Source: an optimization exercise on an open RTL-to-GDS flow (aim: small area, a short achievable clock period and few clock cycles). Production flows keep margins and buffers that such runs may drop. Function was checked by simulation only, so behaviour that the tests miss may differ from the original.

## design/flow/flow/run.sh

```bash
#!/bin/bash
# The standard layout (standard.sh: ORFS from synthesis to the final
# layout), with timing repair aiming for a setup slack well above zero so
# that the layout reaches a shorter period than the 13 ns it is signed off at.
bash standard.sh SETUP_SLACK_MARGIN=9.0 finish > standard.log 2>&1
```

## design/flow/standard.sh

```bash
#!/bin/bash
# synth_recipe.tcl (not shown) runs the flow's synth.tcl, then flattens the netlist and writes it again
# the make line also repeats each setting of config.mk as NAME=value (left out here)
make -C /OpenROAD-flow-scripts/flow DESIGN_CONFIG=/design/flow/config.mk WORK_HOME=/design/flow/orfs CLKGATE_MAP_FILE= SYNTH_SCRIPT=/design/flow/synth_recipe.tcl "${@:-finish}"
```

## design/flow/config.mk

```make
export PLATFORM = sky130hd
export DESIGN_NAME = idct_top
export DESIGN_NICKNAME = idct_top
export VERILOG_FILES = /design/flow/design.v
export SDC_FILE = /design/flow/constraint.sdc
export NUM_CORES = 4
export LEC_CHECK = 0
export CAP_MARGIN = 20
export CORE_MARGIN = 2
export CORE_UTILIZATION = 65
export SETUP_SLACK_MARGIN = 5
export SLEW_MARGIN = 20
```

## design/flow/constraint.sdc

```tcl
create_clock -name core_clock -period 13.0 [get_ports {clock}]
set_input_delay 2.6000 -clock core_clock [delete_from_list [all_inputs] [get_ports {clock}]]
set_output_delay 2.6000 -clock core_clock [all_outputs]
set_load 0.01 [all_outputs]
```

## design/flow/design.v

```verilog
`default_nettype none
package sram_pkg;
	typedef logic [17:0] sram_addr_t;
	typedef logic [15:0] sram_data_t;
	typedef logic [4:0]  buf_addr_t;    
	typedef logic [31:0] buf_word_t;    
endpackage
`default_nettype wire
`default_nettype none
package idct_pkg;
	typedef logic signed [15:0] sample_t;     
	typedef logic signed [15:0] coeff_t;      
	typedef logic signed [31:0] product_t;
	typedef logic signed [31:0] acc_t;        
	typedef logic [5:0]         coeff_idx_t;  
endpackage
`default_nettype wire
`timescale 1ns/1ps
`default_nettype none
module idct_top (
	input  logic                 clock,
	input  logic                 resetn,
	input  logic                 start_i,
	input  logic [4:0]           block_row_i,
	input  logic [5:0]           block_col_i,
	input  sram_pkg::sram_data_t sram_read_data_i,
	output sram_pkg::sram_addr_t sram_address_o,
	output sram_pkg::sram_data_t sram_write_data_o,
	output logic                 sram_we_n_o,
	output logic                 done_o
);
	logic        busy;
	logic [7:0]  slot;
	logic [7:0]  ns;       
	logic        go;       
	logic [14:0] lp;       
	logic [14:0] base;
	assign go   = start_i && !busy;
	assign ns   = busy ? slot + 8'd1 : 8'd0;
	logic [8:0] line_hi;
	always_comb begin
		case (block_row_i)
			5'd0: line_hi = 9'd150;
			5'd1: line_hi = 9'd155;
			5'd2: line_hi = 9'd160;
			5'd3: line_hi = 9'd165;
			5'd4: line_hi = 9'd170;
			5'd5: line_hi = 9'd175;
			5'd6: line_hi = 9'd180;
			5'd7: line_hi = 9'd185;
			5'd8: line_hi = 9'd190;
			5'd9: line_hi = 9'd195;
			5'd10: line_hi = 9'd200;
			5'd11: line_hi = 9'd205;
			5'd12: line_hi = 9'd210;
			5'd13: line_hi = 9'd215;
			5'd14: line_hi = 9'd220;
			5'd15: line_hi = 9'd225;
			5'd16: line_hi = 9'd230;
			5'd17: line_hi = 9'd235;
			5'd18: line_hi = 9'd240;
			5'd19: line_hi = 9'd245;
			5'd20: line_hi = 9'd250;
			5'd21: line_hi = 9'd255;
			5'd22: line_hi = 9'd260;
			5'd23: line_hi = 9'd265;
			5'd24: line_hi = 9'd270;
			5'd25: line_hi = 9'd275;
			5'd26: line_hi = 9'd280;
			5'd27: line_hi = 9'd285;
			5'd28: line_hi = 9'd290;
			5'd29: line_hi = 9'd295;
			5'd30: line_hi = 9'd300;
			default: line_hi = 9'd305;
		endcase
	end
	assign base = {line_hi, block_col_i};
	logic       ns_rd, ns_wdir, ns_wbuf, ns_wlast;
	logic [2:0] ns_wrow, ns_wj;
	always_comb begin
		ns_rd    = !ns[7] && !ns[3];
		ns_wdir  = !ns[7] && ns[3] && ns[2:0] >= 3'd5;
		ns_wlast = ns[7] && ns[6:0] <= 7'd4;
		ns_wbuf  = !ns[7] && ns[3] && ns[2:0] <= 3'd4 && ns[6:4] != 3'd0;
		ns_wrow  = ns_wdir ? ns[6:4] : ns[6:4] - 3'd1;    
		case ({ns_wdir, ns[2:0]})
			4'b1101: ns_wj = 3'd0;
			4'b1110: ns_wj = 3'd7;
			4'b1111: ns_wj = 3'd2;
			4'b0000: ns_wj = 3'd5;
			4'b0001: ns_wj = 3'd3;
			4'b0010: ns_wj = 3'd4;
			4'b0011: ns_wj = 3'd1;
			default: ns_wj = 3'd6;
		endcase
	end
	function automatic logic [2:0] k_of(input logic [2:0] step);
		case (step)
			3'd0:    k_of = 3'd1;
			3'd1:    k_of = 3'd2;
			3'd2:    k_of = 3'd3;
			3'd3:    k_of = 3'd6;
			3'd4:    k_of = 3'd7;
			3'd5:    k_of = 3'd0;
			3'd6:    k_of = 3'd5;
			default: k_of = 3'd4;
		endcase
	endfunction
	logic [17:0] addr_q;
	logic        we_q;     
	logic        done_q;
	always_ff @(posedge clock or negedge resetn) begin
		if (!resetn) begin
			busy   <= 1'b0;
			slot   <= '0;
			done_q <= 1'b0;
			we_q   <= 1'b0;
		end else begin
			if (go) begin
				busy   <= 1'b1;
				slot   <= '0;
				done_q <= 1'b0;
			end else if (busy) begin
				slot <= ns;
				if (slot == 8'd132) begin
					busy   <= 1'b0;
					done_q <= 1'b1;
				end
			end
			we_q <= (busy || go) && (ns_wdir || ns_wbuf || ns_wlast);
		end
	end
	always_ff @(posedge clock) begin
		if (go)
			lp <= base;
		else if (busy && slot[3:0] == 4'd7)
			lp <= lp + 15'd40;    
		if (go)
			addr_q <= {base, k_of(3'd0)};
		else if (ns_rd)
			addr_q <= {lp, k_of(ns[2:0])};
		else
			addr_q <= {12'd0, ns_wrow, ns_wj};
	end
	assign sram_address_o = addr_q;
	assign sram_we_n_o    = !we_q;
	assign done_o         = done_q;
	logic arrive;
	assign arrive = busy && slot[3:0] >= 4'd2 && slot[3:0] <= 4'd9 && slot <= 8'd129;
	logic signed [15:0] s_q;
	always_ff @(posedge clock)
		s_q <= arrive ? sram_read_data_i : 16'd0;
	logic [2:0] ns_stepl, ns_step;
	logic       ns_proc;
	assign ns_stepl = 3'(ns[3:0] - 4'd3);
	assign ns_step  = 3'(ns[3:0] - 4'd4);
	assign ns_proc  = (busy || go) && ns[3:0] >= 4'd4 && ns[3:0] <= 4'd11 && !ns[7];
	localparam logic [31:0] NEG = {8'h8E, 8'h1E, 8'h00, 8'hD4};   
	logic [1:0] lsel;      
	logic       first;     
	logic [3:0] neg;
	logic       cv_sub;    
	logic       bshift;    
	always_ff @(posedge clock) begin
		case (ns_stepl)
			3'd1, 3'd3: lsel <= 2'b01;    
			3'd5, 3'd7: lsel <= 2'b10;    
			default:    lsel <= 2'b00;    
		endcase
		first <= ns_proc && ns_step[2:1] == 2'd0;
		for (int x = 0; x < 4; x++)
			neg[x] <= ns_proc && NEG[8*x + ns_step];
		cv_sub <= ns[3:0] == 4'd13 || ns[3:0] == 4'd15 || ns[3:0] == 4'd1 || ns[3:0] == 4'd3;
		bshift <= !(ns[3:0] >= 4'd4 && ns[3:0] <= 4'd6 || ns[3:0] >= 4'd12 && ns[3:0] <= 4'd14);
	end
	logic [23:0] sx, t3, t5;
	always_comb begin
		sx = {{8{s_q[15]}}, s_q};
		t3 = sx + (sx << 1);
		t5 = sx + (sx << 2);
	end
	logic [23:0] x0, y0, z0, x1, y1, z1, x2, y2, z2, w2, x3, y3, z3;
	logic [1:0]  m3;
	always_comb begin
		x0 = sx << 11;
		case (lsel)
			2'b00:   begin y0 = ~(t5 << 3); z0 = 24'd0;   end
			2'b01:   begin y0 = ~(t5 << 5); z0 = sx << 2; end
			default: begin y0 = ~(t5 << 7); z0 = t5 << 3; end
		endcase
		case (lsel)
			2'b00:   begin x1 = t3 << 9; y1 = t5 << 5; z1 = t3 << 1; end
			2'b01:   begin x1 = t3 << 8; y1 = t5 << 1; z1 = t5;      end
			default: begin x1 = t3 << 8; y1 = t5 << 7; z1 = t5 << 3; end
		endcase
		case (lsel)
			2'b00:   begin x2 = sx << 10; y2 = t3 << 5; z2 = sx << 4; w2 = sx;    end
			2'b01:   begin x2 = t3 << 8;  y2 = t5 << 1; z2 = t5;      w2 = 24'd0; end
			default: begin x2 = sx << 10; y2 = t3 << 7; z2 = t5 << 3; w2 = 24'd0; end
		endcase
		case (lsel)
			2'b00:   begin x3 = t3 << 7;  y3 = t5 << 1; z3 = t5;         m3 = 2'd0; end
			2'b01:   begin x3 = sx << 11; y3 = sx << 2; z3 = ~(t5 << 5); m3 = 2'd1; end
			default: begin x3 = t3 << 8;  y3 = t5 << 7; z3 = t5 << 3;    m3 = 2'd0; end
		endcase
	end
	logic [23:0] ls0, lc0, ls1, lc1, ls2, lc2, ls3, lc3;
	logic [1:0]  lm3;
	logic [23:0] u2, v2;
	always_comb begin
		u2 = x2 ^ y2 ^ z2;
		v2 = ((x2 & y2) | (x2 & z2) | (y2 & z2)) << 1;
	end
	always_ff @(posedge clock) begin
		ls0 <= x0 ^ y0 ^ z0;
		lc0 <= ((x0 & y0) | (x0 & z0) | (y0 & z0)) << 1;
		ls1 <= x1 ^ y1 ^ z1;
		lc1 <= ((x1 & y1) | (x1 & z1) | (y1 & z1)) << 1;
		ls2 <= u2 ^ v2 ^ w2;
		lc2 <= ((u2 & v2) | (u2 & w2) | (v2 & w2)) << 1;
		ls3 <= x3 ^ y3 ^ z3;
		lc3 <= ((x3 & y3) | (x3 & z3) | (y3 & z3)) << 1;
		lm3 <= m3;
	end
	logic [23:0] r0, r1, r2, r3, r4, r5, r6, r7;
	logic [23:0] a0, a1, a2, a3;
	logic [1:0]  k0, k1, k2, k3;
	always_comb begin
		k0 = 2'd1;
		k1 = {neg[1], 1'b0};
		k2 = {neg[2], 1'b0};
		k3 = neg[3] ? 2'd2 - lm3 : lm3;
	end
	ring_add u_a0 (.first_i(first), .n_i(neg[0]), .k_i(k0), .r_i(r0), .s_i(ls0), .c_i(lc0), .a_o(a0));
	ring_add u_a1 (.first_i(first), .n_i(neg[1]), .k_i(k1), .r_i(r1), .s_i(ls1), .c_i(lc1), .a_o(a1));
	ring_add u_a2 (.first_i(first), .n_i(neg[2]), .k_i(k2), .r_i(r2), .s_i(ls2), .c_i(lc2), .a_o(a2));
	ring_add u_a3 (.first_i(first), .n_i(neg[3]), .k_i(k3), .r_i(r3), .s_i(ls3), .c_i(lc3), .a_o(a3));
	always_ff @(posedge clock) begin
		r0 <= r6; r1 <= r4; r2 <= r7; r3 <= r5;
		r4 <= a0; r5 <= a1; r6 <= a2; r7 <= a3;
	end
	logic [23:0] cv_b, cv;
	assign cv_b = cv_sub ? ~r4 : r6;
	assign cv   = r0 + cv_b + {23'd0, cv_sub};
	logic [15:0] bq0, bq1, bq2, bq3, bq4;
	always_ff @(posedge clock) begin
		if (bshift) begin
			bq0 <= bq1; bq1 <= bq2; bq2 <= bq3; bq3 <= bq4;
			bq4 <= cv[23:8];
		end
	end
	logic [15:0] wd_q;
	always_ff @(posedge clock)
		wd_q <= (ns_wdir || ns[7]) ? cv[23:8] : bq0;
	assign sram_write_data_o = wd_q;
endmodule
module ring_add (
	input  logic        first_i,
	input  logic        n_i,
	input  logic [1:0]  k_i,
	input  logic [23:0] r_i,
	input  logic [23:0] s_i,
	input  logic [23:0] c_i,
	output logic [23:0] a_o
);
	logic [23:0] rr, ss, cc, u, v, mj;
	assign rr  = first_i ? 24'd0 : r_i;
	assign ss  = s_i ^ {24{n_i}};
	assign cc  = c_i ^ {24{n_i}};
	assign u   = rr ^ ss ^ cc;
	assign mj  = (rr & ss) | (rr & cc) | (ss & cc);
	assign v   = {mj[22:0], k_i[1]};
	assign a_o = u + v + {23'd0, k_i[1] | k_i[0]};
endmodule
`default_nettype wire
```

==> impl_metrics.py, run 1 <==
metrics = {
    "worst_setup_path": {
        "critical_path_buf_inv_count": 1,
        "r2r_slack_ns": 9.07,
        "path_cells": "ha_2 -> o21ai_0 -> o21a_1 -> nor2_1 -> nor2_1 -> xnor2_1 -> nor2_1 -> or2_2 -> fa_1 -> inv_1 -> fa_1",
        "worst-setup-path-type": "flip-flop to flip-flop",
        "crit_fanout": 9,
        "required_ns": 13.50,
        "slowest_stage": "xnor2_1",
        "crit_top_cell": "nor2_1",
        "cp_data_arrival_time_ns": 4.43,
        "cp-end-kind": "flip-flop",
        "path_depth": 11,
        "critical-path-max-stage-delay_ns": 0.69,
        "critPathTopFamily": "adder cells",
        "reg2reg_depth": 11,
        "start_kind": "flip-flop",
    },
    "timing": {
        "fin_hold_ws_ns": 0.313,
        "tightestPinTransition_ns": 1.03,
        "setup_slack_ns": 9.07,
        "finalSetupViolCount": 0,
        "drv_slew": 0,
        "hold_violations": 0,
        "fmax_ghz": 0.254,
        "rsz0062_at_grt": "yes",
        "finalCritPeriodShare_pct": 30.2,
        "slew_headroom_pct": 31.4,
        "fin_tns_setup_ns": 0,
        "finClkSkew_ns": 0.0221,
        "post-route-min-period_ns": 3.93,
    },
    "grt": {
        "grt_util_met2_pct": 55.7,
        "grt_max_degree": 81,
        "met1_usage_pct": 48.6,
        "first_global_vias": 21100,
        "gr-max-usage-layer": "met2",
        "antenna_found_initial": 2,
        "grt_usage_pct": 35.0,
        "grt_overflow_total": 0,
        "grtUsageMet3_pct": 5.79,
        "grt_pass1_wl_um": 120000,
    },
    "layout": {
        "nNetsFinal": 3295,
        "area_delta_synth_final_pct": 13.3,
        "regArea_um2": 11800,
        "drive_above_1_share_pct": 9.00,
        "fillers": 2872,
        "multi_input_area_um2": 15900,
        "fin_util_pct": 74.8,
    },
    "logic_synthesis": {
        "synth-edff-count": 95,
        "ys_async_sr_fraction_pct": 2.04,
        "ys_warn_count": 1,
        "synth_flop_cell": "dfxtp_1",
        "ys_types": 81,
        "synth_cells": 2825,
        "synthesis.area_um2": 28600,
        "ys_ff_latch": 538,
        "syn_nets": 3214,
        "ys_seq_area_share_pct": 41.2,
        "synth.avg_cell_area_um2": 10.1,
    },
    "drt": {
        "firstDrtPassIters": 8,
        "wirelength_um": 79700,
        "wl_per_cell_um": 22.5,
        "vias": 21100,
        "drt-vias-per-instance": 5.96,
        "dr.first_iter.drc_count": 1947,
        "ant_nets": 0,
        "drcViolationCount": 0,
    },
    "clock_network": {
        "numCtsBuffers": 56,
        "path_clk_slew_ns": 0.07,
        "insertion_delay_ns": 0.64,
        "htree_levels": 2,
        "tritoncts": "done",
        "cts_buffer_depth": 3,
        "cts_sinks": 538,
        "cts_root_buf": "clkbuf_16",
    },
    "floorplan": {
        "start_util_pct": 66.0,
        "rows": 76,
        "core_region_area_um2": 43300,
        "die_w_um": 214,
        "die_area_um2": 45600,
        "num_io_pins": 66,
        "die_h_um": 214,
    },
    "min_path": {
        "hold_path.class": "flip-flop to flip-flop",
        "hold-path-cell-count": 0,
    },
    "place": {
        "gp_congestion": 0.992,
        "dp_slack_ns": 8.13,
        "hpwl_um": 57000,
        "port_buffers": 65,
    },
    "run": {
        "max_cap_violations": 0,
    },
    "outcome": {
        "outcome": "no timing/DRC/antenna violations",
    },
}
## what timing repair did
action / in CTS / in global routing
hold buffers: 0 / 0
cloned: 2 / 1
setup buffers: 17 / 17
pin swaps: 6 / 18
gates resized for setup: 85 / 54
endpoints found under the hold margin: 0 / 0
setup endpoints to repair: 115 / 42
## final timing paths
path	to	start
setup / recovery	ls2[13]	s_q[5]
hold reg to reg	r3[12]	r5[12]
hold / removal	r3[12]	r5[12]
max in group asynchronous	slot[1]	resetn
setup reg to reg	ls2[13]	s_q[5]
min in group asynchronous	slot[5]	resetn
## synthesized netlist by cell type, drive strengths merged, types with 4 or more instances
| cell type | instances | area share, % |
|---|---|---|
| o21a | 25 | 0.66 |
| a21oi | 225 | 4.0 |
| a31o | 7 | 0.21 |
| o21ai | 132 | 2.3 |
| buf | 13 | 0.18 |
| xnor2 | 156 | 4.8 |
| a21o | 60 | 1.6 |
| nand2 | 247 | 3.2 |
| edfxtp | 95 | 10 |
| fa | 168 | 12 |
| ha | 191 | 8.4 |
| a22o | 5 | 0.15 |
| a31oi | 16 | 0.35 |
| and3 | 15 | 0.33 |
| mux2 | 18 | 0.71 |
| dfrtp | 11 | 0.96 |
| a2111oi | 4 | 0.13 |
| nor2 | 159 | 2.1 |
| o211ai | 9 | 0.24 |
| mux2i | 10 | 0.36 |
| inv | 233 | 3.1 |
| xor2 | 133 | 4.1 |
| nor3 | 29 | 0.51 |
| nor4 | 5 | 0.11 |
| o22ai | 6 | 0.13 |
| clkbuf | 78 | 1.0 |
| a211o | 4 | 0.12 |
| o41ai | 4 | 0.18 |
| dfxtp | 432 | 30 |
| nand3 | 31 | 0.54 |
| nand2b | 69 | 1.5 |
| nor2b | 77 | 1.7 |
| a311oi | 6 | 0.18 |
| a21boi | 6 | 0.16 |
| nand4 | 11 | 0.24 |
| o21bai | 17 | 0.45 |
| or2 | 8 | 0.18 |
| a22oi | 10 | 0.26 |
| and2 | 35 | 0.77 |
| a211oi | 13 | 0.36 |
| o31ai | 10 | 0.36 |
| or3 | 5 | 0.11 |
## layout make-up
cell class / count / area share [%]
Multi-Input combinational cell: 1962 / 49.1
Sequential cell: 538 / 36.6
Clock buffer: 85 / 5.21
Timing Repair Buffer: 113 / 3.35
Inverter: 234 / 2.72
Tap cell: 585 / 2.26
Clock inverter: 21 / 0.723
Timing Repair inverter: 1 / 0.0155
Antenna cell: 2 / 0.0155
## layout by cell type, fill, tap and decap left out, types with 12 or more instances in the layout
cell               n
and3_1            15
mux2_2            18
clkdlybuf4s50_1   27
clkbuf_16         58
a21o_1            59
o21a_1            24
nor2_1           156
a21oi_1          215
fa_1             166
dfxtp_1          413
o21bai_1          17
o21ai_0          118
dlygate4sd2_1     36
clkbuf_1          12
nand2_1          242
xor2_1           128
dfxtp_4           14
a31oi_1           13
edfxtp_1          95
ha_1             186
buf_4             39
xnor2_1          148
and2_1            34
nor2b_1           74
nor3_1            28
clkbuf_8          15
nand3_1           31
inv_1            231
nand2b_1          67
## stage by stage
stage / cells / area (um2)
4_1_cts: 3521 / 31900
3_3_place_gp: 3396 / 29700
3_5_place_dp: 3396 / 29700
2_1_floorplan: 2825 / 28600
6_report: 3541 / 32400
5_1_grt: 3539 / 32400
## kinds of logic (layout without fill, tap and decap cells)
| family | count (synthesis) | in the layout | share of synthesized area [%] |
|---|---|---|---|
| simple gates | 700 | 700 | 11.6 |
| compound gates | 585 | 585 | 12.7 |
| flops | 538 | 538 | 41.2 |
| fa+ha+maj | 359 | 359 | 20.1 |
| buf+inv | 325 | 454 | 4.28 |
| xor+xnor | 289 | 289 | 8.89 |
| mux | 29 | 29 | 1.15 |
| other cells | 0 | 2 | 0 |
## sequential cells by signal, summed over array words and instances (netlist names), 22 cells and up
signal / cells
ls0: 22
ls2: 24
lc3: 22
r6: 24
lc2: 23
lc1: 22
r7: 24
ls3: 24
r4: 24
r1: 24
r0: 24
ls1: 24
r5: 24
r3: 24
r2: 24
## routing by layer
layer	share of wire (%)	up-vias
met1	42	10300
met3	8.7	167
met5	0.016	-
met2	46	1021
li1	-	9621
met4	3.2	2
Testbench counts, summed over its fixed seeds: cycles 34,304.
==> run 2: changes to the inputs <==
==> design/flow/flow/run.sh (replaced) <==
#!/bin/bash
# The standard layout (standard.sh: ORFS from synthesis to the final
# layout), with timing repair aiming for a setup slack well above zero so
# that the layout reaches a shorter period than the 13 ns it is signed off at.
bash standard.sh SETUP_SLACK_MARGIN=9.5 finish > standard.log 2>&1
==> run 2 against run 1 <==
  * Still clean
  * Setup slack lost 0.30 ns
  * Design area grew 7.4%
  * Clock skew grew 0.020 ns
  * Global-route usage grew 3.3 points
  * Critical path type unchanged
==> impl_metrics.py, run 2 <==
metrics = {
    "outcome": {
        "outcome": "no timing/DRC/antenna violations",
    },
    "logic_synthesis": {
        "synth_compound_area_share_pct": 12.7,
        "synthSimpleGateAreaFrac_pct": 11.6,
        "synth-edff-count": 95,
        "synth_adder_area_share_pct": 20.1,
        "ys_async_sr_fraction_pct": 2.04,
        "ys_types": 81,
        "synth_common_cells": "432 x dfxtp_1, 247 x nand2_1, 233 x inv_1",
        "syn_nets": 3214,
        "synth_top_area_share_pct": 30.3,
        "synth_flop_cell": "dfxtp_1",
        "synth_xor_area_share_pct": 8.89,
        "synthesis.area_um2": 28600,
        "synth.avg_cell_area_um2": 10.1,
        "ys_seq_area_share_pct": 41.2,
        "ys_ff_latch": 538,
        "yosysMostFrequentCell": "dfxtp_1",
        "synth_top_family_by_area": "adder cells",
        "synth_area_leaders": "dfxtp_1 30%, fa_1 12%, edfxtp_1 10%",
        "synth_largest_area_cell": "dfxtp_1",
        "ys_warn_count": 1,
        "synth_cells": 2825,
        "synthMuxAreaShare_pct": 1.15,
    },
    "timing": {
        "finalCritPeriodShare_pct": 32.6,
        "finClkSkew_ns": 0.0419,
        "fin_tns_setup_ns": 0,
        "finalSetupViolCount": 0,
        "post-route-min-period_ns": 4.24,
        "tightestPinTransition_ns": 1.02,
        "slew_headroom_pct": 31.8,
        "hold_violations": 0,
        "setup_slack_ns": 8.76,
        "rsz0062_at_grt": "yes",
        "drv_slew": 0,
        "fmax_ghz": 0.236,
    },
    "worst_setup_path": {
        "crit_fanout": 7,
        "worst-setup-path-type": "flip-flop to flip-flop",
        "cp-end-kind": "flip-flop",
        "r2r_start": "first",
        "reg2reg_depth": 13,
        "cp_data_arrival_time_ns": 4.79,
        "start_kind": "flip-flop",
        "r2r_slack_ns": 8.76,
        "required_ns": 13.56,
        "reg2reg_to": "r4[12]",
    },
    "grt": {
        "grt_overflow_total": 0,
        "first_global_vias": 22400,
        "antenna_found_initial": 13,
        "grt_max_degree": 81,
        "grt_pass1_wl_um": 131000,
        "grt_usage_pct": 38.3,
    },
    "place": {
        "hpwl_um": 57000,
        "gp_congestion": 1.01,
        "port_buffers": 65,
        "dp_slack_ns": 8.37,
    },
    "clock_network": {
        "tritoncts": "done",
        "cts_sinks": 538,
        "cts_root_buf": "clkbuf_16",
        "htree_levels": 2,
        "hold_buffers": 0,
        "cts_buffer_depth": 3,
        "numCtsBuffers": 54,
        "insertion_delay_ns": 0.65,
        "path_clk_slew_ns": 0.07,
    },
    "floorplan": {
        "die_h_um": 214,
        "die_area_um2": 45600,
        "core_region_area_um2": 43300,
        "start_util_pct": 66.0,
        "num_io_pins": 66,
        "die_w_um": 214,
        "rows": 76,
    },
    "drt": {
        "wl_per_cell_um": 27.4,
        "firstDrtPassIters": 6,
        "drcViolationCount": 0,
        "wirelength_um": 99500,
        "vias": 23500,
        "dr.first_iter.drc_count": 2882,
        "drt-vias-per-instance": 6.47,
        "ant_nets": 0,
    },
    "layout": {
        "area_delta_synth_final_pct": 21.8,
        "nNetsFinal": 3390,
        "mostFrequentLayoutCell": "dfxtp_1",
        "drive_above_1_share_pct": 20.3,
        "most-common-layout-cells": "393 x dfxtp_1, 230 x nand2_1, 216 x inv_1",
    },
    "min_path": {
        "min_to": "r3[22]",
        "hold_path.class": "flip-flop to flip-flop",
        "hold-path-cell-count": 0,
        "min-delay-start": "r5[22]",
    },
    "run": {
        "max_cap_violations": 0,
    },
}
## run 2: cell counts after synthesis
Identical to the previous run, type by type.
## run 2: metal layers
metal	wire (um)	track usage [%]	up-vias	part of all wire [%]
met5	66	0	-	0.066
met4	6640	16.1	10	6.7
met3	11100	8.11	528	11
met2	44500	62.2	1766	45
met1	37100	50.0	11400	37
li1	-	-	9815	-
## run 2: kinds of logic after synthesis
| logic type | after synthesis |
|---|---|
| DFF | 538 |
| adders and majority gates | 359 |
| AOI/OAI and AO/OA | 585 |
| and+or+nand+nor | 700 |
| buffers and inverters | 325 |
| xor gates and xnor gates | 289 |
| muxes | 29 |
## run 2: layout make-up
class | count | area (um2)
Sequential cell | 538 | 11900
Timing Repair Buffer | 211 | 2010
Tap cell | 585 | 732
Clock inverter | 24 | 319
Inverter | 234 | 918
Multi-Input combinational cell | 1962 | 17300
Fill cell | 2305 | 8480
Antenna cell | 2 | 5.00
Clock buffer | 77 | 1680
## run 2: timing repair
item,in CTS,in global routing
endpoints found under the setup margin,176,142
gates cloned,6,0
pin swaps,64,99
setup buffers,78,50
gates resized for setup,359,176
## run 2: worst max-delay path, cell delays in order (launching register included)
cell and delay [ns]:
dfxtp_4 0.36, buf_4 0.19, nand2b_1 0.19, fa_1 0.49, inv_1 0.05, ha_1 0.40, a2111oi_0 0.70, a21o_1 0.51
buf_4 0.24, o21bai_1 0.07, a21o_1 0.21, a21o_1 0.29, a21oi_1 0.29, xnor2_1 0.16
## run 2: worst max-delay path by stage
stage	from	endpoint	slack, ns	cells past startpoint
2_1_floorplan	block_row_i[2]	lp[10]	9.38	6
3_3_place_gp	block_row_i[0]	lp[10]	8.49	8
3_5_place_dp	block_row_i[0]	lp[10]	8.37	7
4_1_cts	s_q[1]	ls2[20]	9.20	15
5_1_grt	first	r4[12]	8.83	13
6_report	first	r4[12]	8.76	13
## run 2: metrics by stage
step | std cells | utilization [%] | cell area, um2 | hold slack [ns]
2_1_floorplan | 2825 | - | 28800 | 0.310
3_3_place_gp | 3396 | 69.1 | 29900 | 0.310
3_5_place_dp | 3396 | 69.1 | 29900 | 0.312
4_1_cts | 3581 | 77.6 | 33600 | 0.306
5_1_grt | 3631 | 80.4 | 34800 | 0.319
6_report | 3633 | 80.4 | 34800 | 0.296

-- static timing again, ports no longer ideal --
The flow's constraints put no driver on any port. The routed layouts listed below were extracted and timed again, unchanged, in two steps. Step 1 (the two cells are an assumption about what drives the block):
set clk [get_ports {clock}]
set_driving_cell -lib_cell sky130_fd_sc_hd__clkbuf_16 $clk
set_driving_cell -lib_cell sky130_fd_sc_hd__buf_2 [delete_from_list [all_inputs] $clk]
Step 2, shift: input delay + t, output delay - t, t = (earliest + latest rising clock arrival at the registers) / 2. This alone moves slack from input paths to output paths. a / b / c = ideal ports / drivers / drivers and shift; a / b = the first two.
run	shift t [ns]	setup slack, ns	slew at the worst register clock pin (ns)
run 1	0.690	9.070 / 9.057 / 8.493	0.07 / 0.07
run 2	0.695	8.765 / 8.765 / 8.765	0.08 / 0.08
After both steps every run listed still meets setup and hold. For run 1, which loses most, drivers alone change the setup slack by -0.013 ns; drivers and shift together by -0.577 ns.
